Source: an optimization exercise on an open RTL-to-GDS flow (aim: small area and a short achievable clock period). Production flows keep margins and buffers that such runs may drop.
No functional check of the RTL was part of any run shown here.

==> design/flow/design.v <==
module jpeg_fb_writer #(
  parameter int unsigned       ADDR_W    = 32,
  parameter logic [ADDR_W-1:0] BASE_ADDR = 32'h0010_0000,
  parameter int unsigned       PIX_FMT   = 0
) (
  input  logic              clk,
  input  logic              reset,
  input  logic              in_valid_i,
  input  logic [15:0]       in_width_i,
  input  logic [15:0]       in_height_i,
  input  logic [15:0]       in_x_i,
  input  logic [15:0]       in_y_i,
  input  logic [7:0]        in_r_i,
  input  logic [7:0]        in_g_i,
  input  logic [7:0]        in_b_i,
  output logic              in_accept_o,
  output logic              wr_valid_o,
  output logic [ADDR_W-1:0] wr_addr_o,
  output logic [31:0]       wr_data_o,
  output logic [3:0]        wr_strb_o,
  input  logic              wr_ready_i,
  output logic              frame_done_o,
  output logic              busy_o,
  output logic [15:0]       crop_count_o,
  output logic              geom_err_o
);
  logic        active_q, start_pend_q, frame_done_q, busy_q, geom_err_q;
  logic        s1_valid_q, s1_crop_q, wr_valid_q, strb_q;
  logic [15:0] s1_x_q, s1_yn_q;
  logic [23:0] s1_rgb_q;
  logic [29:0] wr_word_q;
  logic [23:0] wr_rgb_q;
  logic [15:0] wn_q, w_q, h_q, col_q, row_q, crop_cnt_q;
  logic        en, accept, hs, use_latched, in_bounds, start_ok, wr_load;
  logic        idle, start_now, count, last, frame_end;
  logic        active_d, start_pend_d, wr_valid_d, s1_valid_d;
  logic [15:0] w_used, h_used;
  logic [29:0] lin_idx;
  assign en          = !wr_valid_q | wr_ready_i;
  assign accept      = en & in_valid_i;
  assign hs          = wr_valid_q & wr_ready_i;
  assign idle        = !active_q & !frame_done_q;
  assign use_latched = active_q | start_pend_q;
  assign w_q         = ~wn_q;
  assign w_used      = use_latched ? w_q : in_width_i;
  assign h_used      = use_latched ? h_q : in_height_i;
  assign in_bounds   = (in_x_i < w_used) & (in_y_i < h_used);
  assign start_ok    = accept & in_bounds & !use_latched;
  wire [15:0] yn = s1_yn_q;
  wire [15:0] wn = wn_q;
  wire [15:0] x = s1_x_q;
  wire ms0, mc0;
  jfw_ha u_ms0 (.a(x[12]), .b(~(yn[0] | wn[12])), .s(ms0), .co(mc0));
  wire ms1, mc1;
  jfw_fa u_ms1 (.a(x[13]), .b(~(yn[0] | wn[13])), .c(~(yn[10] | wn[3])), .s(ms1), .co(mc1));
  wire ms2, mc2;
  jfw_ha u_ms2 (.a(~(yn[11] | wn[2])), .b(~(yn[12] | wn[1])), .s(ms2), .co(mc2));
  wire ms3, mc3;
  jfw_fa u_ms3 (.a(x[14]), .b(~(yn[0] | wn[14])), .c(~(yn[10] | wn[4])), .s(ms3), .co(mc3));
  wire ms4, mc4;
  jfw_fa u_ms4 (.a(~(yn[11] | wn[3])), .b(~(yn[12] | wn[2])), .c(~(yn[13] | wn[1])), .s(ms4), .co(mc4));
  wire ms5, mc5;
  jfw_ha u_ms5 (.a(~(yn[14] | wn[0])), .b(~(yn[1] | wn[13])), .s(ms5), .co(mc5));
  wire ms6, mc6;
  jfw_fa u_ms6 (.a(x[15]), .b(~(yn[0] | wn[15])), .c(~(yn[10] | wn[5])), .s(ms6), .co(mc6));
  wire ms7, mc7;
  jfw_fa u_ms7 (.a(~(yn[11] | wn[4])), .b(~(yn[12] | wn[3])), .c(~(yn[13] | wn[2])), .s(ms7), .co(mc7));
  wire ms8, mc8;
  jfw_fa u_ms8 (.a(~(yn[14] | wn[1])), .b(~(yn[15] | wn[0])), .c(~(yn[1] | wn[14])), .s(ms8), .co(mc8));
  wire ms9, mc9;
  jfw_ha u_ms9 (.a(~(yn[2] | wn[13])), .b(~(yn[3] | wn[12])), .s(ms9), .co(mc9));
  wire ms10, mc10;
  jfw_fa u_ms10 (.a(~(yn[10] | wn[6])), .b(~(yn[11] | wn[5])), .c(~(yn[12] | wn[4])), .s(ms10), .co(mc10));
  wire ms11, mc11;
  jfw_fa u_ms11 (.a(~(yn[13] | wn[3])), .b(~(yn[14] | wn[2])), .c(~(yn[15] | wn[1])), .s(ms11), .co(mc11));
  wire ms12, mc12;
  jfw_fa u_ms12 (.a(~(yn[1] | wn[15])), .b(~(yn[2] | wn[14])), .c(~(yn[3] | wn[13])), .s(ms12), .co(mc12));
  wire ms13, mc13;
  jfw_fa u_ms13 (.a(~(yn[10] | wn[7])), .b(~(yn[11] | wn[6])), .c(~(yn[12] | wn[5])), .s(ms13), .co(mc13));
  wire ms14, mc14;
  jfw_fa u_ms14 (.a(~(yn[13] | wn[4])), .b(~(yn[14] | wn[3])), .c(~(yn[15] | wn[2])), .s(ms14), .co(mc14));
  wire ms15, mc15;
  jfw_fa u_ms15 (.a(1'b1), .b(~(yn[10] | wn[8])), .c(~(yn[11] | wn[7])), .s(ms15), .co(mc15));
  wire ms16, mc16;
  jfw_ha u_ms16 (.a(~(yn[12] | wn[6])), .b(~(yn[13] | wn[5])), .s(ms16), .co(mc16));
  wire ms17, mc17;
  jfw_ha u_ms17 (.a(~(yn[10] | wn[9])), .b(~(yn[11] | wn[8])), .s(ms17), .co(mc17));
  wire ms18, mc18;
  jfw_ha u_ms18 (.a(x[8]), .b(~(yn[0] | wn[8])), .s(ms18), .co(mc18));
  wire ms19, mc19;
  jfw_fa u_ms19 (.a(x[9]), .b(~(yn[0] | wn[9])), .c(~(yn[1] | wn[8])), .s(ms19), .co(mc19));
  wire ms20, mc20;
  jfw_ha u_ms20 (.a(~(yn[2] | wn[7])), .b(~(yn[3] | wn[6])), .s(ms20), .co(mc20));
  wire ms21, mc21;
  jfw_fa u_ms21 (.a(x[10]), .b(~(yn[0] | wn[10])), .c(~(yn[10] | wn[0])), .s(ms21), .co(mc21));
  wire ms22, mc22;
  jfw_fa u_ms22 (.a(~(yn[1] | wn[9])), .b(~(yn[2] | wn[8])), .c(~(yn[3] | wn[7])), .s(ms22), .co(mc22));
  wire ms23, mc23;
  jfw_ha u_ms23 (.a(~(yn[4] | wn[6])), .b(~(yn[5] | wn[5])), .s(ms23), .co(mc23));
  wire ms24, mc24;
  jfw_fa u_ms24 (.a(x[11]), .b(~(yn[0] | wn[11])), .c(~(yn[10] | wn[1])), .s(ms24), .co(mc24));
  wire ms25, mc25;
  jfw_fa u_ms25 (.a(~(yn[11] | wn[0])), .b(~(yn[1] | wn[10])), .c(~(yn[2] | wn[9])), .s(ms25), .co(mc25));
  wire ms26, mc26;
  jfw_fa u_ms26 (.a(~(yn[3] | wn[8])), .b(~(yn[4] | wn[7])), .c(~(yn[5] | wn[6])), .s(ms26), .co(mc26));
  wire ms27, mc27;
  jfw_ha u_ms27 (.a(~(yn[6] | wn[5])), .b(~(yn[7] | wn[4])), .s(ms27), .co(mc27));
  wire ms28, mc28;
  jfw_fa u_ms28 (.a(~(yn[10] | wn[2])), .b(~(yn[11] | wn[1])), .c(~(yn[12] | wn[0])), .s(ms28), .co(mc28));
  wire ms29, mc29;
  jfw_fa u_ms29 (.a(~(yn[1] | wn[11])), .b(~(yn[2] | wn[10])), .c(~(yn[3] | wn[9])), .s(ms29), .co(mc29));
  wire ms30, mc30;
  jfw_fa u_ms30 (.a(~(yn[4] | wn[8])), .b(~(yn[5] | wn[7])), .c(~(yn[6] | wn[6])), .s(ms30), .co(mc30));
  wire ms31, mc31;
  jfw_fa u_ms31 (.a(~(yn[7] | wn[5])), .b(~(yn[8] | wn[4])), .c(~(yn[9] | wn[3])), .s(ms31), .co(mc31));
  wire ms32, mc32;
  jfw_fa u_ms32 (.a(~(yn[13] | wn[0])), .b(~(yn[1] | wn[12])), .c(~(yn[2] | wn[11])), .s(ms32), .co(mc32));
  wire ms33, mc33;
  jfw_fa u_ms33 (.a(~(yn[3] | wn[10])), .b(~(yn[4] | wn[9])), .c(~(yn[5] | wn[8])), .s(ms33), .co(mc33));
  wire ms34, mc34;
  jfw_fa u_ms34 (.a(~(yn[6] | wn[7])), .b(~(yn[7] | wn[6])), .c(~(yn[8] | wn[5])), .s(ms34), .co(mc34));
  wire ms35, mc35;
  jfw_fa u_ms35 (.a(~(yn[9] | wn[4])), .b(mc0), .c(ms2), .s(ms35), .co(mc35));
  wire ms36, mc36;
  jfw_fa u_ms36 (.a(~(yn[2] | wn[12])), .b(~(yn[3] | wn[11])), .c(~(yn[4] | wn[10])), .s(ms36), .co(mc36));
  wire ms37, mc37;
  jfw_fa u_ms37 (.a(~(yn[5] | wn[9])), .b(~(yn[6] | wn[8])), .c(~(yn[7] | wn[7])), .s(ms37), .co(mc37));
  wire ms38, mc38;
  jfw_fa u_ms38 (.a(~(yn[8] | wn[6])), .b(~(yn[9] | wn[5])), .c(mc2), .s(ms38), .co(mc38));
  wire ms39, mc39;
  jfw_fa u_ms39 (.a(ms5), .b(mc1), .c(ms3), .s(ms39), .co(mc39));
  wire ms40, mc40;
  jfw_fa u_ms40 (.a(~(yn[4] | wn[11])), .b(~(yn[5] | wn[10])), .c(~(yn[6] | wn[9])), .s(ms40), .co(mc40));
  wire ms41, mc41;
  jfw_fa u_ms41 (.a(~(yn[7] | wn[8])), .b(~(yn[8] | wn[7])), .c(~(yn[9] | wn[6])), .s(ms41), .co(mc41));
  wire ms42, mc42;
  jfw_fa u_ms42 (.a(mc5), .b(ms9), .c(mc3), .s(ms42), .co(mc42));
  wire ms43, mc43;
  jfw_fa u_ms43 (.a(mc4), .b(ms6), .c(ms7), .s(ms43), .co(mc43));
  wire ms44, mc44;
  jfw_fa u_ms44 (.a(~(yn[4] | wn[12])), .b(~(yn[5] | wn[11])), .c(~(yn[6] | wn[10])), .s(ms44), .co(mc44));
  wire ms45, mc45;
  jfw_fa u_ms45 (.a(~(yn[7] | wn[9])), .b(~(yn[8] | wn[8])), .c(~(yn[9] | wn[7])), .s(ms45), .co(mc45));
  wire ms46, mc46;
  jfw_fa u_ms46 (.a(mc9), .b(mc6), .c(mc7), .s(ms46), .co(mc46));
  wire ms47, mc47;
  jfw_fa u_ms47 (.a(mc8), .b(ms10), .c(ms11), .s(ms47), .co(mc47));
  wire ms48, mc48;
  jfw_fa u_ms48 (.a(~(yn[2] | wn[15])), .b(~(yn[3] | wn[14])), .c(~(yn[4] | wn[13])), .s(ms48), .co(mc48));
  wire ms49, mc49;
  jfw_fa u_ms49 (.a(~(yn[5] | wn[12])), .b(~(yn[6] | wn[11])), .c(~(yn[7] | wn[10])), .s(ms49), .co(mc49));
  wire ms50, mc50;
  jfw_fa u_ms50 (.a(~(yn[8] | wn[9])), .b(~(yn[9] | wn[8])), .c(mc10), .s(ms50), .co(mc50));
  wire ms51, mc51;
  jfw_fa u_ms51 (.a(mc11), .b(mc12), .c(ms13), .s(ms51), .co(mc51));
  wire ms52, mc52;
  jfw_fa u_ms52 (.a(~(yn[14] | wn[4])), .b(~(yn[15] | wn[3])), .c(~(yn[3] | wn[15])), .s(ms52), .co(mc52));
  wire ms53, mc53;
  jfw_fa u_ms53 (.a(~(yn[4] | wn[14])), .b(~(yn[5] | wn[13])), .c(~(yn[6] | wn[12])), .s(ms53), .co(mc53));
  wire ms54, mc54;
  jfw_fa u_ms54 (.a(~(yn[7] | wn[11])), .b(~(yn[8] | wn[10])), .c(~(yn[9] | wn[9])), .s(ms54), .co(mc54));
  wire ms55, mc55;
  jfw_fa u_ms55 (.a(ms16), .b(mc13), .c(mc14), .s(ms55), .co(mc55));
  wire ms56, mc56;
  jfw_fa u_ms56 (.a(~(yn[12] | wn[7])), .b(~(yn[13] | wn[6])), .c(~(yn[14] | wn[5])), .s(ms56), .co(mc56));
  wire ms57, mc57;
  jfw_fa u_ms57 (.a(~(yn[15] | wn[4])), .b(~(yn[4] | wn[15])), .c(~(yn[5] | wn[14])), .s(ms57), .co(mc57));
  wire ms58, mc58;
  jfw_fa u_ms58 (.a(~(yn[6] | wn[13])), .b(~(yn[7] | wn[12])), .c(~(yn[8] | wn[11])), .s(ms58), .co(mc58));
  wire ms59, mc59;
  jfw_fa u_ms59 (.a(~(yn[9] | wn[10])), .b(mc16), .c(ms17), .s(ms59), .co(mc59));
  wire ms60, mc60;
  jfw_fa u_ms60 (.a(~(yn[10] | wn[10])), .b(~(yn[11] | wn[9])), .c(~(yn[12] | wn[8])), .s(ms60), .co(mc60));
  wire ms61, mc61;
  jfw_fa u_ms61 (.a(~(yn[13] | wn[7])), .b(~(yn[14] | wn[6])), .c(~(yn[15] | wn[5])), .s(ms61), .co(mc61));
  wire ms62, mc62;
  jfw_fa u_ms62 (.a(~(yn[5] | wn[15])), .b(~(yn[6] | wn[14])), .c(~(yn[7] | wn[13])), .s(ms62), .co(mc62));
  wire ms63, mc63;
  jfw_ha u_ms63 (.a(~(yn[8] | wn[12])), .b(~(yn[9] | wn[11])), .s(ms63), .co(mc63));
  wire ms64, mc64;
  jfw_fa u_ms64 (.a(~(yn[10] | wn[11])), .b(~(yn[11] | wn[10])), .c(~(yn[12] | wn[9])), .s(ms64), .co(mc64));
  wire ms65, mc65;
  jfw_fa u_ms65 (.a(~(yn[13] | wn[8])), .b(~(yn[14] | wn[7])), .c(~(yn[15] | wn[6])), .s(ms65), .co(mc65));
  wire ms66, mc66;
  jfw_ha u_ms66 (.a(~(yn[6] | wn[15])), .b(~(yn[7] | wn[14])), .s(ms66), .co(mc66));
  wire ms67, mc67;
  jfw_fa u_ms67 (.a(~(yn[10] | wn[12])), .b(~(yn[11] | wn[11])), .c(~(yn[12] | wn[10])), .s(ms67), .co(mc67));
  wire ms68, mc68;
  jfw_ha u_ms68 (.a(~(yn[13] | wn[9])), .b(~(yn[14] | wn[8])), .s(ms68), .co(mc68));
  wire ms69, mc69;
  jfw_ha u_ms69 (.a(~(yn[10] | wn[13])), .b(~(yn[11] | wn[12])), .s(ms69), .co(mc69));
  wire ms70, mc70;
  jfw_ha u_ms70 (.a(x[5]), .b(~(yn[0] | wn[5])), .s(ms70), .co(mc70));
  wire ms71, mc71;
  jfw_fa u_ms71 (.a(x[6]), .b(~(yn[0] | wn[6])), .c(~(yn[1] | wn[5])), .s(ms71), .co(mc71));
  wire ms72, mc72;
  jfw_ha u_ms72 (.a(~(yn[2] | wn[4])), .b(~(yn[3] | wn[3])), .s(ms72), .co(mc72));
  wire ms73, mc73;
  jfw_fa u_ms73 (.a(x[7]), .b(~(yn[0] | wn[7])), .c(~(yn[1] | wn[6])), .s(ms73), .co(mc73));
  wire ms74, mc74;
  jfw_fa u_ms74 (.a(~(yn[2] | wn[5])), .b(~(yn[3] | wn[4])), .c(~(yn[4] | wn[3])), .s(ms74), .co(mc74));
  wire ms75, mc75;
  jfw_ha u_ms75 (.a(~(yn[5] | wn[2])), .b(~(yn[6] | wn[1])), .s(ms75), .co(mc75));
  wire ms76, mc76;
  jfw_fa u_ms76 (.a(~(yn[1] | wn[7])), .b(~(yn[2] | wn[6])), .c(~(yn[3] | wn[5])), .s(ms76), .co(mc76));
  wire ms77, mc77;
  jfw_fa u_ms77 (.a(~(yn[4] | wn[4])), .b(~(yn[5] | wn[3])), .c(~(yn[6] | wn[2])), .s(ms77), .co(mc77));
  wire ms78, mc78;
  jfw_fa u_ms78 (.a(~(yn[7] | wn[1])), .b(~(yn[8] | wn[0])), .c(ms18), .s(ms78), .co(mc78));
  wire ms79, mc79;
  jfw_fa u_ms79 (.a(~(yn[4] | wn[5])), .b(~(yn[5] | wn[4])), .c(~(yn[6] | wn[3])), .s(ms79), .co(mc79));
  wire ms80, mc80;
  jfw_fa u_ms80 (.a(~(yn[7] | wn[2])), .b(~(yn[8] | wn[1])), .c(~(yn[9] | wn[0])), .s(ms80), .co(mc80));
  wire ms81, mc81;
  jfw_fa u_ms81 (.a(mc18), .b(ms20), .c(ms19), .s(ms81), .co(mc81));
  wire ms82, mc82;
  jfw_fa u_ms82 (.a(~(yn[6] | wn[4])), .b(~(yn[7] | wn[3])), .c(~(yn[8] | wn[2])), .s(ms82), .co(mc82));
  wire ms83, mc83;
  jfw_fa u_ms83 (.a(~(yn[9] | wn[1])), .b(mc20), .c(ms23), .s(ms83), .co(mc83));
  wire ms84, mc84;
  jfw_fa u_ms84 (.a(mc19), .b(ms21), .c(ms22), .s(ms84), .co(mc84));
  wire ms85, mc85;
  jfw_fa u_ms85 (.a(~(yn[8] | wn[3])), .b(~(yn[9] | wn[2])), .c(mc23), .s(ms85), .co(mc85));
  wire ms86, mc86;
  jfw_fa u_ms86 (.a(ms27), .b(mc21), .c(mc22), .s(ms86), .co(mc86));
  wire ms87, mc87;
  jfw_fa u_ms87 (.a(ms24), .b(ms25), .c(ms26), .s(ms87), .co(mc87));
  wire ms88, mc88;
  jfw_fa u_ms88 (.a(mc27), .b(ms0), .c(mc24), .s(ms88), .co(mc88));
  wire ms89, mc89;
  jfw_fa u_ms89 (.a(mc25), .b(mc26), .c(ms28), .s(ms89), .co(mc89));
  wire ms90, mc90;
  jfw_fa u_ms90 (.a(ms29), .b(ms30), .c(ms31), .s(ms90), .co(mc90));
  wire ms91, mc91;
  jfw_fa u_ms91 (.a(mc28), .b(mc29), .c(mc30), .s(ms91), .co(mc91));
  wire ms92, mc92;
  jfw_fa u_ms92 (.a(mc31), .b(ms1), .c(ms32), .s(ms92), .co(mc92));
  wire ms93, mc93;
  jfw_fa u_ms93 (.a(ms33), .b(ms34), .c(ms35), .s(ms93), .co(mc93));
  wire ms94, mc94;
  jfw_fa u_ms94 (.a(mc32), .b(mc33), .c(mc34), .s(ms94), .co(mc94));
  wire ms95, mc95;
  jfw_fa u_ms95 (.a(ms36), .b(ms37), .c(ms4), .s(ms95), .co(mc95));
  wire ms96, mc96;
  jfw_fa u_ms96 (.a(mc35), .b(ms38), .c(ms39), .s(ms96), .co(mc96));
  wire ms97, mc97;
  jfw_fa u_ms97 (.a(mc36), .b(mc37), .c(ms40), .s(ms97), .co(mc97));
  wire ms98, mc98;
  jfw_fa u_ms98 (.a(ms41), .b(ms8), .c(mc38), .s(ms98), .co(mc98));
  wire ms99, mc99;
  jfw_fa u_ms99 (.a(mc39), .b(ms42), .c(ms43), .s(ms99), .co(mc99));
  wire ms100, mc100;
  jfw_fa u_ms100 (.a(mc40), .b(mc41), .c(ms12), .s(ms100), .co(mc100));
  wire ms101, mc101;
  jfw_fa u_ms101 (.a(ms44), .b(ms45), .c(mc42), .s(ms101), .co(mc101));
  wire ms102, mc102;
  jfw_fa u_ms102 (.a(mc43), .b(ms46), .c(ms47), .s(ms102), .co(mc102));
  wire ms103, mc103;
  jfw_fa u_ms103 (.a(mc44), .b(mc45), .c(ms14), .s(ms103), .co(mc103));
  wire ms104, mc104;
  jfw_fa u_ms104 (.a(ms48), .b(ms49), .c(mc46), .s(ms104), .co(mc104));
  wire ms105, mc105;
  jfw_fa u_ms105 (.a(mc47), .b(ms50), .c(ms51), .s(ms105), .co(mc105));
  wire ms106, mc106;
  jfw_fa u_ms106 (.a(mc48), .b(mc49), .c(ms15), .s(ms106), .co(mc106));
  wire ms107, mc107;
  jfw_fa u_ms107 (.a(ms52), .b(ms53), .c(ms54), .s(ms107), .co(mc107));
  wire ms108, mc108;
  jfw_fa u_ms108 (.a(mc50), .b(mc51), .c(ms55), .s(ms108), .co(mc108));
  wire ms109, mc109;
  jfw_fa u_ms109 (.a(mc15), .b(mc52), .c(mc53), .s(ms109), .co(mc109));
  wire ms110, mc110;
  jfw_fa u_ms110 (.a(mc54), .b(ms56), .c(ms57), .s(ms110), .co(mc110));
  wire ms111, mc111;
  jfw_fa u_ms111 (.a(ms58), .b(ms59), .c(mc55), .s(ms111), .co(mc111));
  wire ms112, mc112;
  jfw_fa u_ms112 (.a(mc17), .b(ms63), .c(mc56), .s(ms112), .co(mc112));
  wire ms113, mc113;
  jfw_fa u_ms113 (.a(mc57), .b(mc58), .c(ms60), .s(ms113), .co(mc113));
  wire ms114, mc114;
  jfw_fa u_ms114 (.a(ms61), .b(ms62), .c(mc59), .s(ms114), .co(mc114));
  wire ms115, mc115;
  jfw_fa u_ms115 (.a(~(yn[8] | wn[13])), .b(~(yn[9] | wn[12])), .c(mc63), .s(ms115), .co(mc115));
  wire ms116, mc116;
  jfw_fa u_ms116 (.a(ms66), .b(mc60), .c(mc61), .s(ms116), .co(mc116));
  wire ms117, mc117;
  jfw_fa u_ms117 (.a(mc62), .b(ms64), .c(ms65), .s(ms117), .co(mc117));
  wire ms118, mc118;
  jfw_fa u_ms118 (.a(~(yn[15] | wn[7])), .b(~(yn[7] | wn[15])), .c(~(yn[8] | wn[14])), .s(ms118), .co(mc118));
  wire ms119, mc119;
  jfw_fa u_ms119 (.a(~(yn[9] | wn[13])), .b(mc66), .c(ms68), .s(ms119), .co(mc119));
  wire ms120, mc120;
  jfw_fa u_ms120 (.a(mc64), .b(mc65), .c(ms67), .s(ms120), .co(mc120));
  wire ms121, mc121;
  jfw_fa u_ms121 (.a(~(yn[12] | wn[11])), .b(~(yn[13] | wn[10])), .c(~(yn[14] | wn[9])), .s(ms121), .co(mc121));
  wire ms122, mc122;
  jfw_fa u_ms122 (.a(~(yn[15] | wn[8])), .b(~(yn[8] | wn[15])), .c(~(yn[9] | wn[14])), .s(ms122), .co(mc122));
  wire ms123, mc123;
  jfw_fa u_ms123 (.a(mc68), .b(ms69), .c(mc67), .s(ms123), .co(mc123));
  wire ms124, mc124;
  jfw_fa u_ms124 (.a(~(yn[10] | wn[14])), .b(~(yn[11] | wn[13])), .c(~(yn[12] | wn[12])), .s(ms124), .co(mc124));
  wire ms125, mc125;
  jfw_fa u_ms125 (.a(~(yn[13] | wn[11])), .b(~(yn[14] | wn[10])), .c(~(yn[15] | wn[9])), .s(ms125), .co(mc125));
  wire ms126, mc126;
  jfw_ha u_ms126 (.a(~(yn[9] | wn[15])), .b(mc69), .s(ms126), .co(mc126));
  wire ms127, mc127;
  jfw_fa u_ms127 (.a(~(yn[10] | wn[15])), .b(~(yn[11] | wn[14])), .c(~(yn[12] | wn[13])), .s(ms127), .co(mc127));
  wire ms128, mc128;
  jfw_ha u_ms128 (.a(~(yn[13] | wn[12])), .b(~(yn[14] | wn[11])), .s(ms128), .co(mc128));
  wire ms129, mc129;
  jfw_ha u_ms129 (.a(~(yn[11] | wn[15])), .b(~(yn[12] | wn[14])), .s(ms129), .co(mc129));
  wire ms130, mc130;
  jfw_ha u_ms130 (.a(x[3]), .b(~(yn[0] | wn[3])), .s(ms130), .co(mc130));
  wire ms131, mc131;
  jfw_fa u_ms131 (.a(x[4]), .b(~(yn[0] | wn[4])), .c(~(yn[1] | wn[3])), .s(ms131), .co(mc131));
  wire ms132, mc132;
  jfw_ha u_ms132 (.a(~(yn[2] | wn[2])), .b(~(yn[3] | wn[1])), .s(ms132), .co(mc132));
  wire ms133, mc133;
  jfw_fa u_ms133 (.a(~(yn[1] | wn[4])), .b(~(yn[2] | wn[3])), .c(~(yn[3] | wn[2])), .s(ms133), .co(mc133));
  wire ms134, mc134;
  jfw_fa u_ms134 (.a(~(yn[4] | wn[1])), .b(~(yn[5] | wn[0])), .c(ms70), .s(ms134), .co(mc134));
  wire ms135, mc135;
  jfw_fa u_ms135 (.a(~(yn[4] | wn[2])), .b(~(yn[5] | wn[1])), .c(~(yn[6] | wn[0])), .s(ms135), .co(mc135));
  wire ms136, mc136;
  jfw_fa u_ms136 (.a(mc70), .b(ms72), .c(ms71), .s(ms136), .co(mc136));
  wire ms137, mc137;
  jfw_fa u_ms137 (.a(~(yn[7] | wn[0])), .b(mc72), .c(ms75), .s(ms137), .co(mc137));
  wire ms138, mc138;
  jfw_fa u_ms138 (.a(mc71), .b(ms73), .c(ms74), .s(ms138), .co(mc138));
  wire ms139, mc139;
  jfw_fa u_ms139 (.a(mc75), .b(mc73), .c(mc74), .s(ms139), .co(mc139));
  wire ms140, mc140;
  jfw_fa u_ms140 (.a(ms76), .b(ms77), .c(ms78), .s(ms140), .co(mc140));
  wire ms141, mc141;
  jfw_fa u_ms141 (.a(mc76), .b(mc77), .c(ms79), .s(ms141), .co(mc141));
  wire ms142, mc142;
  jfw_fa u_ms142 (.a(ms80), .b(mc78), .c(ms81), .s(ms142), .co(mc142));
  wire ms143, mc143;
  jfw_fa u_ms143 (.a(mc79), .b(mc80), .c(ms82), .s(ms143), .co(mc143));
  wire ms144, mc144;
  jfw_fa u_ms144 (.a(ms83), .b(mc81), .c(ms84), .s(ms144), .co(mc144));
  wire ms145, mc145;
  jfw_fa u_ms145 (.a(mc82), .b(mc83), .c(ms85), .s(ms145), .co(mc145));
  wire ms146, mc146;
  jfw_fa u_ms146 (.a(mc84), .b(ms86), .c(ms87), .s(ms146), .co(mc146));
  wire ms147, mc147;
  jfw_fa u_ms147 (.a(mc85), .b(mc86), .c(mc87), .s(ms147), .co(mc147));
  wire ms148, mc148;
  jfw_fa u_ms148 (.a(ms88), .b(ms89), .c(ms90), .s(ms148), .co(mc148));
  wire ms149, mc149;
  jfw_fa u_ms149 (.a(mc88), .b(mc89), .c(mc90), .s(ms149), .co(mc149));
  wire ms150, mc150;
  jfw_fa u_ms150 (.a(ms91), .b(ms92), .c(ms93), .s(ms150), .co(mc150));
  wire ms151, mc151;
  jfw_fa u_ms151 (.a(mc91), .b(mc92), .c(ms94), .s(ms151), .co(mc151));
  wire ms152, mc152;
  jfw_fa u_ms152 (.a(ms95), .b(mc93), .c(ms96), .s(ms152), .co(mc152));
  wire ms153, mc153;
  jfw_fa u_ms153 (.a(mc94), .b(mc95), .c(ms97), .s(ms153), .co(mc153));
  wire ms154, mc154;
  jfw_fa u_ms154 (.a(ms98), .b(mc96), .c(ms99), .s(ms154), .co(mc154));
  wire ms155, mc155;
  jfw_fa u_ms155 (.a(mc97), .b(mc98), .c(ms100), .s(ms155), .co(mc155));
  wire ms156, mc156;
  jfw_fa u_ms156 (.a(ms101), .b(mc99), .c(ms102), .s(ms156), .co(mc156));
  wire ms157, mc157;
  jfw_fa u_ms157 (.a(mc100), .b(ms103), .c(mc101), .s(ms157), .co(mc157));
  wire ms158, mc158;
  jfw_fa u_ms158 (.a(ms104), .b(mc102), .c(ms105), .s(ms158), .co(mc158));
  wire ms159, mc159;
  jfw_fa u_ms159 (.a(mc103), .b(ms106), .c(ms107), .s(ms159), .co(mc159));
  wire ms160, mc160;
  jfw_fa u_ms160 (.a(mc104), .b(mc105), .c(ms108), .s(ms160), .co(mc160));
  wire ms161, mc161;
  jfw_fa u_ms161 (.a(mc106), .b(mc107), .c(ms109), .s(ms161), .co(mc161));
  wire ms162, mc162;
  jfw_fa u_ms162 (.a(ms110), .b(mc108), .c(ms111), .s(ms162), .co(mc162));
  wire ms163, mc163;
  jfw_fa u_ms163 (.a(mc109), .b(mc110), .c(ms112), .s(ms163), .co(mc163));
  wire ms164, mc164;
  jfw_fa u_ms164 (.a(ms113), .b(mc111), .c(ms114), .s(ms164), .co(mc164));
  wire ms165, mc165;
  jfw_fa u_ms165 (.a(ms115), .b(mc112), .c(mc113), .s(ms165), .co(mc165));
  wire ms166, mc166;
  jfw_fa u_ms166 (.a(ms116), .b(ms117), .c(mc114), .s(ms166), .co(mc166));
  wire ms167, mc167;
  jfw_fa u_ms167 (.a(ms118), .b(mc115), .c(ms119), .s(ms167), .co(mc167));
  wire ms168, mc168;
  jfw_fa u_ms168 (.a(mc116), .b(mc117), .c(ms120), .s(ms168), .co(mc168));
  wire ms169, mc169;
  jfw_fa u_ms169 (.a(mc118), .b(ms121), .c(ms122), .s(ms169), .co(mc169));
  wire ms170, mc170;
  jfw_fa u_ms170 (.a(mc119), .b(mc120), .c(ms123), .s(ms170), .co(mc170));
  wire ms171, mc171;
  jfw_fa u_ms171 (.a(mc121), .b(mc122), .c(ms126), .s(ms171), .co(mc171));
  wire ms172, mc172;
  jfw_fa u_ms172 (.a(ms124), .b(ms125), .c(mc123), .s(ms172), .co(mc172));
  wire ms173, mc173;
  jfw_fa u_ms173 (.a(~(yn[15] | wn[10])), .b(ms128), .c(mc124), .s(ms173), .co(mc173));
  wire ms174, mc174;
  jfw_fa u_ms174 (.a(mc125), .b(mc126), .c(ms127), .s(ms174), .co(mc174));
  wire ms175, mc175;
  jfw_fa u_ms175 (.a(~(yn[13] | wn[13])), .b(~(yn[14] | wn[12])), .c(~(yn[15] | wn[11])), .s(ms175), .co(mc175));
  wire ms176, mc176;
  jfw_fa u_ms176 (.a(mc128), .b(ms129), .c(mc127), .s(ms176), .co(mc176));
  wire ms177, mc177;
  jfw_fa u_ms177 (.a(~(yn[12] | wn[15])), .b(~(yn[13] | wn[14])), .c(~(yn[14] | wn[13])), .s(ms177), .co(mc177));
  wire ms178, mc178;
  jfw_ha u_ms178 (.a(~(yn[15] | wn[12])), .b(mc129), .s(ms178), .co(mc178));
  wire ms179, mc179;
  jfw_ha u_ms179 (.a(~(yn[13] | wn[15])), .b(~(yn[14] | wn[14])), .s(ms179), .co(mc179));
  wire ms180, mc180;
  jfw_ha u_ms180 (.a(x[2]), .b(~(yn[0] | wn[2])), .s(ms180), .co(mc180));
  wire ms181, mc181;
  jfw_fa u_ms181 (.a(~(yn[1] | wn[2])), .b(~(yn[2] | wn[1])), .c(~(yn[3] | wn[0])), .s(ms181), .co(mc181));
  wire ms182, mc182;
  jfw_fa u_ms182 (.a(~(yn[4] | wn[0])), .b(mc130), .c(ms132), .s(ms182), .co(mc182));
  wire ms183, mc183;
  jfw_fa u_ms183 (.a(mc132), .b(mc131), .c(ms133), .s(ms183), .co(mc183));
  wire ms184, mc184;
  jfw_fa u_ms184 (.a(mc133), .b(ms135), .c(mc134), .s(ms184), .co(mc184));
  wire ms185, mc185;
  jfw_fa u_ms185 (.a(mc135), .b(ms137), .c(mc136), .s(ms185), .co(mc185));
  wire ms186, mc186;
  jfw_fa u_ms186 (.a(mc137), .b(mc138), .c(ms139), .s(ms186), .co(mc186));
  wire ms187, mc187;
  jfw_fa u_ms187 (.a(mc139), .b(ms141), .c(mc140), .s(ms187), .co(mc187));
  wire ms188, mc188;
  jfw_fa u_ms188 (.a(mc141), .b(ms143), .c(mc142), .s(ms188), .co(mc188));
  wire ms189, mc189;
  jfw_fa u_ms189 (.a(mc143), .b(ms145), .c(mc144), .s(ms189), .co(mc189));
  wire ms190, mc190;
  jfw_fa u_ms190 (.a(mc145), .b(mc146), .c(ms147), .s(ms190), .co(mc190));
  wire ms191, mc191;
  jfw_fa u_ms191 (.a(mc147), .b(mc148), .c(ms149), .s(ms191), .co(mc191));
  wire ms192, mc192;
  jfw_fa u_ms192 (.a(mc149), .b(ms151), .c(mc150), .s(ms192), .co(mc192));
  wire ms193, mc193;
  jfw_fa u_ms193 (.a(mc151), .b(ms153), .c(mc152), .s(ms193), .co(mc193));
  wire ms194, mc194;
  jfw_fa u_ms194 (.a(mc153), .b(ms155), .c(mc154), .s(ms194), .co(mc194));
  wire ms195, mc195;
  jfw_fa u_ms195 (.a(mc155), .b(ms157), .c(mc156), .s(ms195), .co(mc195));
  wire ms196, mc196;
  jfw_fa u_ms196 (.a(ms159), .b(mc157), .c(mc158), .s(ms196), .co(mc196));
  wire ms197, mc197;
  jfw_fa u_ms197 (.a(mc159), .b(ms161), .c(mc160), .s(ms197), .co(mc197));
  wire ms198, mc198;
  jfw_fa u_ms198 (.a(mc161), .b(ms163), .c(mc162), .s(ms198), .co(mc198));
  wire ms199, mc199;
  jfw_fa u_ms199 (.a(mc163), .b(ms165), .c(mc164), .s(ms199), .co(mc199));
  wire ms200, mc200;
  jfw_fa u_ms200 (.a(ms167), .b(mc165), .c(mc166), .s(ms200), .co(mc200));
  wire ms201, mc201;
  jfw_fa u_ms201 (.a(ms169), .b(mc167), .c(mc168), .s(ms201), .co(mc201));
  wire ms202, mc202;
  jfw_fa u_ms202 (.a(mc169), .b(ms171), .c(mc170), .s(ms202), .co(mc202));
  wire ms203, mc203;
  jfw_fa u_ms203 (.a(mc171), .b(ms173), .c(ms174), .s(ms203), .co(mc203));
  wire ms204, mc204;
  jfw_fa u_ms204 (.a(ms175), .b(mc173), .c(mc174), .s(ms204), .co(mc204));
  wire ms205, mc205;
  jfw_fa u_ms205 (.a(mc175), .b(ms178), .c(ms177), .s(ms205), .co(mc205));
  wire ms206, mc206;
  jfw_fa u_ms206 (.a(~(yn[15] | wn[13])), .b(ms179), .c(mc177), .s(ms206), .co(mc206));
  wire ms207, mc207;
  jfw_ha u_ms207 (.a(~(yn[14] | wn[15])), .b(~(yn[15] | wn[14])), .s(ms207), .co(mc207));
  wire ms208, mc208;
  jfw_ha u_ms208 (.a(x[1]), .b(~(yn[0] | wn[1])), .s(ms208), .co(mc208));
  wire ms209, mc209;
  jfw_fa u_ms209 (.a(~(yn[1] | wn[1])), .b(~(yn[2] | wn[0])), .c(ms180), .s(ms209), .co(mc209));
  wire ms210, mc210;
  jfw_fa u_ms210 (.a(mc180), .b(ms130), .c(ms181), .s(ms210), .co(mc210));
  wire ms211, mc211;
  jfw_fa u_ms211 (.a(mc181), .b(ms131), .c(ms182), .s(ms211), .co(mc211));
  wire ms212, mc212;
  jfw_fa u_ms212 (.a(mc182), .b(ms134), .c(ms183), .s(ms212), .co(mc212));
  wire ms213, mc213;
  jfw_fa u_ms213 (.a(mc183), .b(ms136), .c(ms184), .s(ms213), .co(mc213));
  wire ms214, mc214;
  jfw_fa u_ms214 (.a(ms138), .b(mc184), .c(ms185), .s(ms214), .co(mc214));
  wire ms215, mc215;
  jfw_fa u_ms215 (.a(ms140), .b(mc185), .c(ms186), .s(ms215), .co(mc215));
  wire ms216, mc216;
  jfw_fa u_ms216 (.a(mc186), .b(ms142), .c(ms187), .s(ms216), .co(mc216));
  wire ms217, mc217;
  jfw_fa u_ms217 (.a(ms144), .b(mc187), .c(ms188), .s(ms217), .co(mc217));
  wire ms218, mc218;
  jfw_fa u_ms218 (.a(ms146), .b(mc188), .c(ms189), .s(ms218), .co(mc218));
  wire ms219, mc219;
  jfw_fa u_ms219 (.a(ms148), .b(mc189), .c(ms190), .s(ms219), .co(mc219));
  wire ms220, mc220;
  jfw_fa u_ms220 (.a(ms150), .b(mc190), .c(ms191), .s(ms220), .co(mc220));
  wire ms221, mc221;
  jfw_fa u_ms221 (.a(mc191), .b(ms152), .c(ms192), .s(ms221), .co(mc221));
  wire ms222, mc222;
  jfw_fa u_ms222 (.a(ms154), .b(mc192), .c(ms193), .s(ms222), .co(mc222));
  wire ms223, mc223;
  jfw_fa u_ms223 (.a(ms156), .b(mc193), .c(ms194), .s(ms223), .co(mc223));
  wire ms224, mc224;
  jfw_fa u_ms224 (.a(ms158), .b(mc194), .c(ms195), .s(ms224), .co(mc224));
  wire ms225, mc225;
  jfw_fa u_ms225 (.a(ms160), .b(mc195), .c(ms196), .s(ms225), .co(mc225));
  wire ms226, mc226;
  jfw_fa u_ms226 (.a(ms162), .b(mc196), .c(ms197), .s(ms226), .co(mc226));
  wire ms227, mc227;
  jfw_fa u_ms227 (.a(ms164), .b(mc197), .c(ms198), .s(ms227), .co(mc227));
  wire ms228, mc228;
  jfw_fa u_ms228 (.a(ms166), .b(mc198), .c(ms199), .s(ms228), .co(mc228));
  wire ms229, mc229;
  jfw_fa u_ms229 (.a(ms168), .b(mc199), .c(ms200), .s(ms229), .co(mc229));
  wire ms230, mc230;
  jfw_fa u_ms230 (.a(ms170), .b(mc200), .c(ms201), .s(ms230), .co(mc230));
  wire ms231, mc231;
  jfw_fa u_ms231 (.a(ms172), .b(mc201), .c(ms202), .s(ms231), .co(mc231));
  wire ms232, mc232;
  jfw_fa u_ms232 (.a(mc172), .b(ms203), .c(mc202), .s(ms232), .co(mc232));
  wire ms233, mc233;
  jfw_fa u_ms233 (.a(ms176), .b(mc203), .c(ms204), .s(ms233), .co(mc233));
  wire ms234, mc234;
  jfw_fa u_ms234 (.a(mc176), .b(ms205), .c(mc204), .s(ms234), .co(mc234));
  wire ms235, mc235;
  jfw_fa u_ms235 (.a(mc178), .b(mc205), .c(ms206), .s(ms235), .co(mc235));
  wire ms236, mc236;
  jfw_fa u_ms236 (.a(mc179), .b(ms207), .c(mc206), .s(ms236), .co(mc236));
  wire [29:0] mra = {mc235, mc234, mc233, mc232, mc231, mc230, mc229, mc228, mc227, mc226, mc225, mc224, mc223, mc222, mc221, mc220, mc219, mc218, mc217, mc216, mc215, mc214, mc213, mc212, mc211, mc210, mc209, mc208, ms208, x[0]};
  wire [29:0] mrb = {ms236, ms235, ms234, ms233, ms232, ms231, ms230, ms229, ms228, ms227, ms226, ms225, ms224, ms223, ms222, ms221, ms220, ms219, ms218, ms217, ms216, ms215, ms214, ms213, ms212, ms211, ms210, ms209, ~(yn[1] | wn[0]), ~(yn[0] | wn[0])};
  assign lin_idx     = mra + mrb;
  assign wr_load     = en & s1_valid_q & !s1_crop_q;
  assign s1_valid_d  = en ? in_valid_i : s1_valid_q;
  assign wr_valid_d  = en ? (s1_valid_q & !s1_crop_q) : wr_valid_q;
  assign start_now   = start_ok & !start_pend_q;
  assign count       = active_q & hs;
  assign last        = (col_q == 16'd1) & (row_q == 16'd1);
  assign frame_end   = count & last;
  assign active_d     = (idle & (start_pend_q | start_ok)) | (active_q & !frame_end);
  assign start_pend_d = idle ? 1'b0 : (frame_done_q ? start_ok : start_pend_q);
  always_ff @(posedge clk) begin
    if (en) begin
      s1_x_q    <= in_x_i;
      s1_yn_q   <= ~in_y_i;
      s1_rgb_q  <= {in_r_i, in_g_i, in_b_i};
      s1_crop_q <= !in_bounds;
    end
    if (start_now) begin
      wn_q <= ~in_width_i;
      h_q <= in_height_i;
    end
    if (start_now | (count & (col_q == 16'd1))) col_q <= w_used;
    else if (count) col_q <= col_q - 16'd1;
    if (start_now) row_q <= in_height_i;
    else if (count & (col_q == 16'd1)) row_q <= row_q - 16'd1;
  end
  always_ff @(posedge clk) begin
    if (!reset) begin
      active_q     <= 1'b0;
      start_pend_q <= 1'b0;
      frame_done_q <= 1'b0;
      busy_q       <= 1'b0;
      geom_err_q   <= 1'b0;
      s1_valid_q   <= 1'b0;
      wr_valid_q   <= 1'b0;
      strb_q       <= 1'b0;
      wr_word_q    <= '0;
      wr_rgb_q     <= '0;
      crop_cnt_q   <= '0;
    end else begin
      active_q     <= active_d;
      start_pend_q <= start_pend_d;
      frame_done_q <= frame_end;
      busy_q       <= active_d | frame_end | s1_valid_d | wr_valid_d | start_pend_d;
      if (active_q & accept & ((in_width_i != w_q) | (in_height_i != h_q)))
        geom_err_q <= 1'b1;
      s1_valid_q   <= s1_valid_d;
      wr_valid_q   <= wr_valid_d;
      if (wr_load) begin
        strb_q    <= 1'b1;
        wr_word_q <= lin_idx;
        wr_rgb_q  <= s1_rgb_q;
      end
      if (start_now)
        crop_cnt_q <= 16'd0;
      else if (en & s1_valid_q & s1_crop_q & (crop_cnt_q != 16'hFFFF))
        crop_cnt_q <= crop_cnt_q + 16'd1;
    end
  end
  assign in_accept_o  = en;
  assign wr_valid_o   = wr_valid_q;
  assign wr_addr_o    = {wr_word_q, 2'b00};
  assign wr_data_o    = {8'h00, wr_rgb_q};
  assign wr_strb_o    = {4{strb_q}};
  assign frame_done_o = frame_done_q;
  assign busy_o       = busy_q;
  assign crop_count_o = crop_cnt_q;
  assign geom_err_o   = geom_err_q;
endmodule
module jfw_fa (input logic a, b, c, output logic s, co);
  assign s  = a ^ b ^ c;
  assign co = (a & b) | (c & (a ^ b));
endmodule
module jfw_ha (input logic a, b, output logic s, co);
  assign s  = a ^ b;
  assign co = a & b;
endmodule
==> design/flow/run.sh <==
#!/bin/bash
# synth_recipe.tcl (not shown) runs the flow's synth.tcl, then flattens the netlist and writes it again
# the make line also repeats each setting of config.mk as NAME=value (left out here)
make -C /OpenROAD-flow-scripts/flow DESIGN_CONFIG=/design/flow/config.mk WORK_HOME=/design/flow/orfs CLKGATE_MAP_FILE= SYNTH_SCRIPT=/design/flow/synth_recipe.tcl finish
==> design/flow/config.mk <==
export PLATFORM = sky130hd
export DESIGN_NAME = jpeg_fb_writer
export DESIGN_NICKNAME = jpeg_fb_writer
export VERILOG_FILES = /design/flow/design.v
export SDC_FILE = /design/flow/constraint.sdc
export NUM_CORES = 4
export LEC_CHECK = 0
export ABC_CLOCK_PERIOD_IN_PS = 4500
export CAP_MARGIN = 20
export CORE_MARGIN = 2
export CORE_UTILIZATION = 40
export SETUP_SLACK_MARGIN = 4.5
export SLEW_MARGIN = 20
export SYNTH_HIERARCHICAL = 1
==> design/flow/constraint.sdc <==
create_clock -name core_clock -period 9.0 [get_ports {clk}]
set_input_delay 1.8000 -clock core_clock [delete_from_list [all_inputs] [get_ports {clk}]]
set_output_delay 1.8000 -clock core_clock [all_outputs]
set_load 0.01 [all_outputs]
==> run notes, run 1 <==
- The part of the cycle the worst path needs is 62.93%.
- In the layout the commonest cells are 278 x nor2_1, 196 x fa_1, 167 x clkdlybuf4s50_1, 129 x nand2_1, 121 x edfxtp_1.
- Along the worst path, the maximum fanout reaches 6.
- The fraction of the mapped netlist area in adder cells is 32.74%.
- The count of unresolved DRC violations after routing is 0.
- The fraction of registers with async set/reset is 0%.
- Counting the buffers created by CTS gives 17.
- The total inserted antenna cells is 0.
- STA classifies the critical path endpoint as a flip-flop.
- The deepest level of the CTS H-tree is 4.
- The die height is 206.4 um.
- The first global-routing pass estimated 76.99 mm of wire.
- The overall fraction of global-route tracks in use is 24.09%.
- Across all layers, the routed design uses 12970 vias.
- Clock-pin slew was measured on the worst setup and hold paths at 90 ps.
- By area, the combinational part of the netlist is dominated by adder cells.
- For this run, the number of Yosys warnings is 7.
- The routed design has 49.89 mm of wire.
- In the final routed layout, each cell accounts on average for 20.94 um.
- Fill cells in the final layout number around 3500.
- CTS placed an instance of clkbuf_16 at the clock tree root.
- The mean instance size in the synthesized netlist is slightly above 10 um2.
- The number of hold violations in the final report is 0.
- Summing the areas of all xor and xnor instances in the mapped netlist gives 4.973% of the synthesized area.
- The synthesized netlist devotes between 7 and 8% of its cell area to compound gates.
- The finished cells cover 21070 um2.
- The final-report setup violation count is 0.
- The run finished with no timing, DRC or antenna violations.
- The portion of netlist area occupied by mux cells is 2.498%.
- The maximum number of pins on one net before global-route repair is 48.
- The relative max-transition margin is 33.23%.
- The initial core utilization is 40.30%.
- The final number of max-transition violations is 0.
- TritonCTS built the clock tree.
- The maximum clock insertion buffer count is 2.
- The cell row count is 74.
- The type of the tightest min-delay check is reg -> reg.
- For the pin with the worst max-slew slack, the measured transition is 1002 ps.
- The final RePlAce weighted congestion is 0.8469.
- For this run, the detailed router's first-pass iteration total came to 5.
- Summing every instance area after synthesis gives 16380 um2.
- The number of global-route vias before repair is 13560.
- The multi-input combinational cell area is between 10000 and 15000 um2.
- The instance count of the mapped netlist is 1603.
- For the worst-skew pair, the clock arrives at the later sink with an insertion delay of 470 ps.
- The number of buffer cells added on primary ports is 170.
- The final worst setup slack is 3336 ps.
- After the last flow step, the layout net total stands at 2232.
- The simple-gate share of the synthesized area is 15.94%.
- The tree built by TritonCTS fans out to around 200 sinks.
- The boundary pin count is 181.
- The largest clock skew in the final design is 18.04 ps.
- The worst endpoint data arrival time is 6050 ps.
- The area of the core is 40650 um2.
- The DRC violation total after the first TritonRoute iteration is a little over 1000.
- After detailed placement, the design holds a cell count of approximately 2200.
- Dividing the detail-routed via count by the number of cells gives 5.441.
- The max-capacitance violation count is 0.
- The number of distinct library cell variants in the gate-level netlist after synthesis is 66.
- The element type at the critical path start is a flip-flop.
- The count of state elements after synthesis is a little under 200.
- The placed instances occupy a cell area of ~19000 um2.
- Summing all flip-flop and latch instances after layout gives 5195 um2.
- Setup repair after global routing could not meet its margin everywhere.
- The post-place setup slack is 2694 ps.
- For the final routed database, the setup TNS stands at 0 ps.
- The count of non-filler cells in the finished layout is 2383.
- The shortest period the worst path allows is 5664 ps.
- Of the synthesized area, sequential elements account for 31.71%.
- The maximum clock frequency is 176.6 MHz.
- The most used flip-flop cell after synthesis is edfxtp_1.
- The cts-stage hold buffer count is 0.
- The number of antenna violations at the first check in global routing is 1.
- Data on the critical path is required at its endpoint by 9390 ps.
- Once detail routing completed, the nets flagged for antenna violations numbered 0.
- Relative to the synthesized area, the layout overhead comes to 28.64%.
- The final global-route overflow total is 0.
- By startpoint and endpoint, the worst setup path is classified as reg -> reg.
- The die covers around 43000 um2.
- In this run, synthesis inferred 121 flip-flops with an integrated enable.
- After legalization and detailed placement, the total HPWL measured roughly 36 mm.
- Cells with a size suffix above 1 make up ~16% of the layout.
- The die outline width is between 200 and 250 um.
- Leaving out fill and tap cells, the most frequent cell in the layout is nor2_1.
[sequential cells by signal, summed over array words and instances (netlist names), 16 cells and up]
| name | count |
|---|---|
| col_q | 16 |
| crop_cnt_q | 16 |
| h_q | 16 |
| row_q | 16 |
| s1_rgb_q | 24 |
| s1_x_q | 16 |
| s1_yn_q | 16 |
| wn_q | 16 |
| wr_rgb_q | 24 |
| wr_word_q | 30 |
[worst max-delay path, stage by stage (launching register included)]
cell      delay (ps)
edfxtp_1         450
buf_12           170
nor2_4           100
fa_1             450
fa_2             560
fa_1             440
fa_2             360
fa_1             520
fa_2             470
ha_4             290
nand4_1          190
or3_4            440
a2111o_1         340
nand3_2          140
buf_4            130
a21oi_2           50
nand2b_4         140
a211o_1          250
o211ai_1          80
[cell usage after synthesis, types with 3 or more instances]
cell	n	area [um2]
nor3_1	36	180.2
nand2b_1	12	75.07
a31oi_1	5	31.28
edfxtp_1	121	3633
mux2i_1	33	330.3
nor2b_1	4	25.02
o211ai_1	4	30.03
nor4_1	8	50.05
o21ai_0	38	190.2
and3_1	20	125.1
inv_1	51	191.4
buf_4	14	105.1
a2111oi_0	3	26.28
nand3_1	32	160.2
or2_2	5	31.28
a211oi_1	11	82.58
clkbuf_1	79	296.5
dfxtp_1	78	1562
a21o_1	23	172.7
and2_1	3	18.77
or3_1	8	50.05
a211o_1	4	35.03
o311ai_0	3	26.28
nor3b_1	6	45.04
o21a_1	8	60.06
ha_1	91	1139
nor2_1	297	1115
fa_1	211	4224
mux2_2	7	78.83
xnor2_1	59	516.8
buf_1	18	67.56
nand3b_1	3	22.52
xor2_1	34	297.8
nand4_1	18	112.6
nand2_1	132	495.5
a21oi_1	83	415.4
and4_1	3	26.28
[repair_timing]
item,CTS,global route
setup endpoints to repair,135,100
buffers inserted,128,16
pin swaps,53,36
resized for setup,78,35
cloned,3,0
[modules after synthesis, one instance, submodules excluded]
module | flops+latches | area [um2]
jpeg_fb_writer | 199 | 11840
jfw_fa | 0 | 20.02
jfw_ha | 0 | 12.51
[cell type report]
cell class | instances | share of cell area [%]
repair buffers | 321 | 15.43
repair inverters | 1 | 0.03563
inverters | 51 | 0.9263
clock buffers | 17 | 2.019
clock inverters | 15 | 0.8906
multi-input cells | 1247 | 52.89
flip-flops and latches | 199 | 24.65
well taps | 532 | 3.159
[stage by stage]
step / hold WS (ps) / utilization [%]
CTS: 453.9 / 51.18
global route: 470.5 / 51.84
global placement: 442.2 / 45.55
detailed placement: 442.1 / 45.55
finish: 449.4 / 51.84
floorplan: 471.3 / -
[cells by family after synthesis]
group,count (synthesis)
xor+xnor,93
buf+inv,168
compound gates,203
simple gates,596
other cells,2
mux,40
fa+ha+maj,302
flops,199
[per-layer routing]
layer / vias to the layer above / GRT usage (%) / part of all wire [%]
li1: 5844 / - / -
met1: 6556 / 31.61 / 42
met2: 463 / 40.28 / 49
met3: 101 / 4.541 / 6.4
met4: 2 / 7.602 / 2.7
met5: - / 0 / 0.030
[final timing paths]
check	from	depth (start not counted)	slack, ps	to
worst max-delay path	wn_q[3]	18	3340	wr_word_q[23]
worst min-delay path	wr_word_q[10]	2	450	wr_word_q[10]
worst max register to register	wn_q[3]	18	3340	wr_word_q[23]
worst min register to register	wr_word_q[10]	2	450	wr_word_q[10]
==> inputs of run 2 (changes only) <==
==> design/flow/config.mk (replaced) <==
export PLATFORM = sky130hd
export DESIGN_NAME = jpeg_fb_writer
export DESIGN_NICKNAME = jpeg_fb_writer
export VERILOG_FILES = /design/flow/design.v
export SDC_FILE = /design/flow/constraint.sdc
export NUM_CORES = 4
export LEC_CHECK = 0
export CAP_MARGIN = 20
export CORE_MARGIN = 2
export CORE_UTILIZATION = 40
export SLEW_MARGIN = 20
export SYNTH_HIERARCHICAL = 1
==> run 2 against run 1 <==
Compared with the run above: still clean on timing, DRC and antenna; die area unchanged; via count decreased by 6.0%; count of clock-buffer cells in the layout increased by 1; fmax decreased by 11%.
==> run notes, run 2 <==
- The portion of netlist area occupied by mux cells is 2.498% (unchanged).
- The critical path is of the reg -> reg type.
- The first-pass iteration count of the detailed router came to 5 (unchanged).
- The critical path depth in cells is 16 (-2).
- The post-cts gate resize count is 0 (-100%).
- The fraction of the mapped netlist area in compound gates was 7.707% (unchanged).
- The DRC violation total after the first TritonRoute iteration is 799 (-23%).
- The number of hold violations in the final report is 0 (unchanged).
- The delay of the slowest cell on the worst path is 910 ps (+350 ps).
- The maximum number of pins on one net before global-route repair is 50 (+4.2%).
- The fraction of the mapped netlist area in adder cells is 32.74% (unchanged).
- The area enclosed by the die boundary is 42590 um2 (unchanged).
- The multi-input combinational cell area is 10520 um2 (-5.6%).
- Walking the worst path, the cells encountered are nor2_1, fa_1, fa_1, fa_1, fa_1, fa_1, fa_1, ha_1, nand4_1, or3_1, a2111o_1, nand3_1, nand2_1, a211oi_1, o211ai_1, a31oi_1.
- The cell row count is 74 (unchanged).
- The last element of the critical path is wr_word_q[29].
- The clock latency on the worst-skew pair is 470 ps (about the same).
- The max-capacitance violation count is 0 (unchanged).
- The final worst setup slack is 2624 ps (-712.6 ps).
- The post-place setup slack is 2688 ps (-6.540 ps).
- The total via count in the routed design is 12180 (-6.0%).
- The top cell types in the final layout, fill and taps aside, are 296 x nor2_1, 211 x fa_1, 170 x clkdlybuf4s50_1, 132 x nand2_1, 121 x edfxtp_1.
- The actual slew at the worst max-slew pin is 975.6 ps (-25.95 ps).
- The relative max-transition margin was 34.96% (+1.7 points).
- The fraction of registers with async set/reset is 0% (unchanged).
- The number of nets with antenna violations after routing is 0 (unchanged).
- The fraction of final layout cells with drive strength greater than 1 is 3.517% (-13 points).
- The area of the core was 40650 um2 (unchanged).
- The total inserted antenna cells is 0 (unchanged).
- The largest clock skew in the final design was 16.38 ps (-1.661 ps).
- The die outline width is 206.4 um (unchanged).
- The flip-flop count of the largest register, all copies and words added is 30 (unchanged).
- The largest registers in the layout are wr_word_q (30), s1_rgb_q (24), wr_rgb_q (24).
- The initial core utilization came to 40.30% (unchanged).
- The count of placed standard cells including taps is 2206 (+0.091%).
- The most frequent cell after synthesis is nor2_1.
- The total wire length after detailed routing is 45.29 mm (-9.2%).
- The critical register-to-register path endpoint is wr_word_q[29].
- The number of enable flip-flop cells after synthesis is 121 (unchanged).
- The maximum clock frequency was 156.8 MHz (-11%).
- The part of the cycle the worst path needs is 70.85% (+7.9 points).
- The mean instance size in the synthesized netlist is 10.22 um2 (unchanged).
- The count of state elements after synthesis is 199 (unchanged).
- The reg-to-reg setup timing slack is 2620 ps (-710 ps).
- The final RePlAce weighted congestion came to 0.8708 (+2.8%).
- The top fanout value on the critical path is 18 (+12).
- The post-detailed-placement cell area came to 18350 um2 (-0.91%).
- The number of distinct library cell variants in the gate-level netlist after synthesis is 66 (unchanged).
- The count of buffers added by post-CTS timing repair for setup is 0 (-100%).
- The proportion of synthesized chip area in sequential cells is 31.71% (unchanged).
- The wire length of the first global-routing pass is 71.63 mm (-7.0%).
- The boundary pin count is 181 (unchanged).
- The clock root buffer master is clkbuf_16.
- The kind of end point of the critical path is a flip-flop.
- The worst setup path startpoint is wn_q[14].
- The number of antenna violations at the first check in global routing is 2 (+1).
- The xor and xnor area share after synthesis is 4.973% (unchanged).
- The combined flip-flop and latch cell area is 5195 um2 (unchanged).
- The final number of max-transition violations is 0 (unchanged).
- The cell area after layout is 18950 um2 (-10%).
- More flip-flops sit in one register than any other, and that register is wr_word_q.
- The type of the tightest min-delay check is reg -> reg.
- The number of buffers created by CTS is 17 (unchanged).
- The final-report setup violation count is 0 (unchanged).
- The family of cells with the greatest summed delay on the critical path is adder cells.
- The post-synthesis cell area came to 16380 um2 (unchanged).
- The total clock sinks is 199 (unchanged).
- The shortest period the worst path allows was 6376 ps (+712.6 ps).
- The element type at the critical path start is a flip-flop.
- The critical path data required time came to 9400 ps (about the same).
- The number of global-route vias before repair came to 12550 (-7.5%).
- By count the netlist is led by 297 x nor2_1, 211 x fa_1, 132 x nand2_1.
- In the synthesized netlist the dominant register cell turns out to be edfxtp_1.
- The cts-stage hold buffer count was 0 (unchanged).
- The CTS tree is yes.
- The fraction of synthesized cell area taken by the top area cell type is 25.79% (unchanged).
- The deepest level of the CTS H-tree is 4 (unchanged).
- The largest individual stage delay along the critical path comes from the cell edfxtp_1.
- The most numerous cell type found on the critical path is fa_1.
- The number of filler cells placed in the layout is 3771 (+6.3%).
- The worst endpoint data arrival time is 6770 ps (+720 ps).
- The buffers plus inverters on the worst setup path is 0 (-2).
- The die height is 206.4 um (unchanged).
- The final global-route overflow total is 0 (unchanged).
- Yosys attributes the largest share of cell area to fa_1 26%, edfxtp_1 22%, dfxtp_1 9.5%, ha_1 7.0%, nor2_1 6.8%.
- The count of synthesis-stage warnings from yosys was 7 (unchanged).
- The path depth of the worst reg2reg path is 16 (-2).
- The via density per instance came to 5.443 (about the same).
- The sum of net half-perimeters after detailed placement is 34.25 mm (-4.1%).
- The count of unresolved DRC violations after routing is 0 (unchanged).
- The number of buffer cells added on primary ports is 170 (unchanged).
- The wire length per cell after detailed routing is 20.23 um (-3.4%).
- The post-synthesis to final-layout area growth is 15.66%.
- The maximum clock insertion buffer count is 2 (unchanged).
- The final setup TNS is 0 ps (unchanged).
- The post-synthesis cell type with the largest combined area is fa_1.
- The overall fraction of global-route tracks in use was 22.31% (-1.8 points).
- The number of nets in the finished design is 2087 (-6.5%).
- The instance count of the mapped netlist is 1603 (unchanged).
- The clock-pin transition on the worst setup and hold timing paths is 80 ps (about the same).
- The combinational family with the most area after synthesis is adder cells.
- The library cell used most frequently in the layout, excluding fill and tap cells, is nor2_1.
- The count of non-filler cells in the finished layout is 2238 (-6.1%).
- The simple-gate share of the synthesized area is 15.94% (unchanged).
- The flow ran to the end and the layout has no timing, DRC or antenna violations.
- Setup repair after global routing left no endpoint under its margin.
- The startpoint identified for the worst register-to-register timing path is wn_q[14].
run 2: changes by cell type in the layout (fill, tap and decap cells not counted), sizes merged:
cell / before / now
clkinvlp: 2 / 0
dlygate4sd2: 1 / 0
nand3: 34 / 33
clkdlybuf4s15: 1 / 0
clkinv: 7 / 3
buf: 150 / 9
inv: 58 / 61
clkdlybuf4s50: 167 / 170
nand2b: 13 / 12
dlymetal6s2s: 1 / 0
bufinv: 0 / 1
run 2: worst register-to-register path, cell delays in order, from the launching register on:
cell and delay [ps]:
edfxtp_1 910, nor2_1 140, fa_1 510, fa_1 540, fa_1 440, fa_1 390
fa_1 510, fa_1 410, ha_1 400, nand4_1 180, or3_1 410, a2111o_1 410
nand3_1 140, nand2_1 210, a211oi_1 410, o211ai_1 130, a31oi_1 160
run 2: per-module statistics from Yosys, one instance, submodules excluded:
| module | copies in the design | cells inside | flops+latches |
|---|---|---|---|
| jpeg_fb_writer | 1 | 1366 | 199 |
| jfw_fa | 210 | 1 | 0 |
| jfw_ha | 27 | 1 | 0 |
run 2: cell families after synthesis:
group	Yosys count
AO/OA/AOI/OAI	203
XOR/XNOR	93
adder cells (fa/ha/maj)	302
buffers and inverters	168
flip-flops	199
multiplexers	40
other	2
AND/OR/NAND/NOR	596
run 2: layout make-up:
cell class / instances / area share, %
Multi-Input combinational cell: 1245 / 55.55
Sequential cell: 199 / 27.42
Timing Repair Buffer: 179 / 9.338
Tap cell: 532 / 3.513
Clock buffer: 18 / 2.377
Inverter: 51 / 1.010
Clock inverter: 14 / 0.7925
run 2: layer usage:
metal / vias up / GRT usage [%] / share of wire, %
li1: 5556 / - / -
met4: 4 / 7.219 / 2.7
met5: - / 0 / 0.057
met3: 71 / 4.037 / 6.9
met1: 6053 / 31.06 / 45
met2: 498 / 35.26 / 45
run 2: stage by stage:
step	hold slack [ps]	util, %
detailed placement	445.3	45.13
floorplan	471.3	-
global placement	440.0	45.13
global route	480.6	46.61
finish	452.9	46.61
CTS	454.7	46.61
run 2: how the worst min path moves through the flow:
stage / cells past startpoint / to / slack (ps) / start
after global placement: 2 / wr_rgb_q[7] / 440 / wr_rgb_q[7]
final: 2 / wr_word_q[8] / 450 / wr_word_q[8]
after CTS: 2 / wr_word_q[8] / 450 / wr_word_q[8]
after detailed placement: 2 / wr_word_q[8] / 450 / wr_word_q[8]
after global routing: 2 / wr_rgb_q[16] / 480 / wr_rgb_q[16]
after floorplan: 2 / wr_rgb_q[0] / 470 / s1_rgb_q[0]

[what the ideal ports hide]
How much do the figures lean on ideal ports? The routed layouts below were timed once more, with nothing changed but the port constraints. Step 1 sets driving cells, clkbuf_16 on the clock port and buf_2 on the other inputs (assumed; they add their load-dependent delay and slew). Step 2 times the ports against the registers' clock, not the clock port: input delays grow and output delays shrink by t, the midpoint of the rising clock arrivals with the driver on. Three values: no drivers, after step 1, after step 2; two values: the first two.
run	t, ns	setup WS [ns]	worst data-port slew with drivers (ns)
run 1	0.506	3.336 / 3.336 / 3.336	0.09
run 2	0.520	2.624 / 2.624 / 2.624	0.09
After both steps setup and hold are still met in every run listed.
